What follows belongs to an exercise in optimizing a design on an open flow for small area and a short achievable clock period; a production flow would make more cautious choices. Function was checked by simulation only, so behaviour that the tests miss may differ from the original.

==> flow/design.v <==
module data_mem_responder (
    input  logic        Clock,
    input  logic        ResetN,
    input  logic        MemRead,
    input  logic        MemWrite,
    input  logic [15:0] Address,
    input  logic [15:0] WriteData,
    output logic [15:0] ReadData,
    output logic        Ready,
    output logic        Error,
    output logic [1:0]  fsm_state
);
    localparam int NGRP = 8;             
    localparam int GW   = 256 / NGRP;    
    logic w1, w2, o0, o1, oe;
    logic [15:0] roww;                   
    logic acc;
    logic [15:0] row, col;               
    logic [15:0] wdata;
    logic        rd_ok, wr_ok, err_l;
    assign acc = !(w1 || w2 || o1) && (MemRead || MemWrite);
    always_ff @(posedge Clock or negedge ResetN) begin
        if (!ResetN) begin
            w1    <= 1'b0;
            w2    <= 1'b0;
            o0    <= 1'b0;
            o1    <= 1'b0;
            oe    <= 1'b0;
            roww  <= '0;
        end else begin
            w1    <= acc;
            w2    <= w1;
            o0    <= acc || w1;
            o1    <= w2;
            oe    <= w2 && err_l;
            roww  <= row & {16{w2 && wr_ok}};
        end
    end
    assign fsm_state = {o1, o0};
    assign Ready     = o1;
    assign Error     = oe;
    logic req_err;
    assign req_err = (MemRead & MemWrite) | Address[0] | (|Address[15:9]);
    always_ff @(posedge Clock) begin
        if (acc) begin
            row   <= 16'(1) << Address[8:5];
            col   <= 16'(1) << Address[4:1];
            wdata <= WriteData;
            err_l <= req_err;
            rd_ok <= MemRead & !req_err;
            wr_ok <= MemWrite & !req_err;
        end
    end
    logic [255:0] sel, we, nwe;
    logic [15:0]  rn [128];              
    for (genvar w = 0; w < 256; w++) begin : g_sel
        assign sel[w] = row[w / 16] & col[w % 16];      
        assign we[w]  = roww[w / 16] & col[w % 16];     
        assign nwe[w] = !(roww[w / 16] & col[w % 16]);
    end
    for (genvar p = 0; p < 128; p++) begin : g_pair
        dmr_word_pair u_pair (
            .Clock(Clock), .sel(sel[2 * p +: 2]), .we(we[2 * p +: 2]), .nwe(nwe[2 * p +: 2]),
            .wd(wdata),
            .rn(rn[p])
        );
    end
    localparam int GP = GW / 2;          
    logic [15:0] part_n [NGRP];
    for (genvar g = 0; g < NGRP; g++) begin : g_grp
        for (genvar b = 0; b < 16; b++) begin : g_bit
            logic [GP-1:0] terms;
            for (genvar k = 0; k < GP; k++) begin : g_term
                assign terms[k] = rn[g * GP + k][b];
            end
            always_ff @(posedge Clock) part_n[g][b] <= &terms;
        end
    end
    logic [15:0] rd_or;
    always_comb begin
        rd_or = '0;
        for (int g = 0; g < NGRP; g++) rd_or = rd_or | ~part_n[g];
    end
    always_ff @(posedge Clock) ReadData <= rd_or & {16{rd_ok}};
endmodule
module dmr_word_pair (
    input  logic        Clock,
    input  logic [1:0]  sel,
    input  logic [1:0]  we,
    input  logic [1:0]  nwe,
    input  logic [15:0] wd,
    output logic [15:0] rn
);
    logic [15:0] q0, q1;
    always_ff @(posedge Clock) begin
        q0 <= (q0 & {16{nwe[0]}}) | (wd & {16{we[0]}});
        q1 <= (q1 & {16{nwe[1]}}) | (wd & {16{we[1]}});
    end
    assign rn = ~((q0 & {16{sel[0]}}) | (q1 & {16{sel[1]}}));
endmodule
==> flow/config.mk <==
export PLATFORM = sky130hd
export DESIGN_NAME = data_mem_responder
export DESIGN_NICKNAME = data_mem_responder
export VERILOG_FILES = /design/flow/design.v
export SDC_FILE = /design/flow/constraint.sdc
export NUM_CORES = 4
export LEC_CHECK = 0
export CAP_MARGIN = 20
export CORE_MARGIN = 2
export CORE_UTILIZATION = 65
export CTS_BUF_LIST = sky130_fd_sc_hd__clkbuf_16
export CTS_CLUSTER_DIAMETER = 80
export CTS_CLUSTER_SIZE = 28
export PLACE_DENSITY = 0.75
export SETUP_SLACK_MARGIN = 2.55
export SLEW_MARGIN = 20
export SYNTH_HIERARCHICAL = 1
export SYNTH_MINIMUM_KEEP_SIZE = 0
==> flow/constraint.sdc <==
create_clock -name core_clock -period 5.0 [get_ports {Clock}]
set_input_delay 1.0000 -clock core_clock [delete_from_list [all_inputs] [get_ports {Clock}]]
set_output_delay 1.0000 -clock core_clock [all_outputs]
set_load 0.01 [all_outputs]
run.sh (not shown) runs the stock make flow with config.mk's settings and CLKGATE_MAP_FILE= SYNTH_SCRIPT=/design/flow/synth_recipe.tcl, a recipe that flattens the netlist after the stock synthesis.
Edit:
--- a/flow/design.v
+++ b/flow/design.v
@@ -15,4 +15,5 @@
     logic w1, w2, o0, o1, oe;
     logic [15:0] roww;                   
+    logic [15:0] wd_g;                   
     logic acc;
     logic [15:0] row, col;               
@@ -28,4 +29,5 @@
             oe    <= 1'b0;
             roww  <= '0;
+            wd_g  <= '0;
         end else begin
             w1    <= acc;
@@ -35,4 +37,5 @@
             oe    <= w2 && err_l;
             roww  <= row & {16{w2 && wr_ok}};
+            wd_g  <= wdata & {16{w2 && wr_ok}};
         end
     end
@@ -52,20 +55,18 @@
         end
     end
-    logic [255:0] sel, we, nwe;
+    logic [255:0] sel, nwe;
     logic [15:0]  rn [128];              
     for (genvar w = 0; w < 256; w++) begin : g_sel
-        assign sel[w] = row[w / 16] & col[w % 16];      
-        assign we[w]  = roww[w / 16] & col[w % 16];     
+        assign sel[w] = row[w / 16] & col[w % 16];
         assign nwe[w] = !(roww[w / 16] & col[w % 16]);
     end
     for (genvar p = 0; p < 128; p++) begin : g_pair
         dmr_word_pair u_pair (
-            .Clock(Clock), .sel(sel[2 * p +: 2]), .we(we[2 * p +: 2]), .nwe(nwe[2 * p +: 2]),
-            .wd(wdata),
+            .Clock(Clock), .sel(sel[2 * p +: 2]), .nwe(nwe[2 * p +: 2]), .wd(wd_g),
             .rn(rn[p])
         );
     end
     localparam int GP = GW / 2;          
-    logic [15:0] part_n [NGRP];
+    logic [15:0] part [NGRP];
     for (genvar g = 0; g < NGRP; g++) begin : g_grp
         for (genvar b = 0; b < 16; b++) begin : g_bit
@@ -74,5 +75,5 @@
                 assign terms[k] = rn[g * GP + k][b];
             end
-            always_ff @(posedge Clock) part_n[g][b] <= &terms;
+            always_ff @(posedge Clock) part[g][b] <= !(&terms);
         end
     end
@@ -80,5 +81,5 @@
     always_comb begin
         rd_or = '0;
-        for (int g = 0; g < NGRP; g++) rd_or = rd_or | ~part_n[g];
+        for (int g = 0; g < NGRP; g++) rd_or = rd_or | part[g];
     end
     always_ff @(posedge Clock) ReadData <= rd_or & {16{rd_ok}};
@@ -87,5 +88,4 @@
     input  logic        Clock,
     input  logic [1:0]  sel,
-    input  logic [1:0]  we,
     input  logic [1:0]  nwe,
     input  logic [15:0] wd,
@@ -94,6 +94,6 @@
     logic [15:0] q0, q1;
     always_ff @(posedge Clock) begin
-        q0 <= (q0 & {16{nwe[0]}}) | (wd & {16{we[0]}});
-        q1 <= (q1 & {16{nwe[1]}}) | (wd & {16{we[1]}});
+        q0 <= (q0 & {16{nwe[0]}}) | (wd & {16{sel[0]}});
+        q1 <= (q1 & {16{nwe[1]}}) | (wd & {16{sel[1]}});
     end
     assign rn = ~((q0 & {16{sel[0]}}) | (q1 & {16{sel[1]}}));
Result: The changed run passed the timing, DRC and antenna checks; via count is lower slightly; synthesized area falls by a few percent; synthesized cell count came out lower by a few percent; count of clock-buffer cells in the layout is higher by 3; global-route usage fell by 0.45 points; final area went up slightly.

==> port drivers added, routing unchanged <==
The results above use ideal ports. As a check the final layouts listed here were re-extracted and re-timed, cells and wires unchanged.
Step 1 (the two cells are an assumption about what drives the block):
set clk [get_ports {Clock}]
set_driving_cell -lib_cell sky130_fd_sc_hd__clkbuf_16 $clk
set_driving_cell -lib_cell sky130_fd_sc_hd__buf_2 [delete_from_list [all_inputs] $clk]
Step 2 adds t to the input delays and takes it off the output delays; t is the mean of the earliest and latest rising clock arrival at the registers after step 1. Input paths then give back, and output paths get back, about the clock's delay inside the block.
a / b / c = ideal ports / drivers / drivers and shift; a / b = the first two.
| run | t, ns | slack for setup (ns) | worst setup path after step 2 | worst register clock-pin slew, ns | cell pins on the clock port's net |
|---|---|---|---|---|---|
| the first run | 0.970 | 2.433 / 2.346 / 1.772 | input to register | 0.12 / 0.12 | 1 |
| the second run | 0.978 | 2.450 / 2.439 / 1.873 | input to register | 0.12 / 0.12 | 1 |
After both steps setup and hold are still met in every run listed. The setup slack of the first run, which loses most, moves by -0.087 ns with the drivers and by -0.661 ns with both steps.
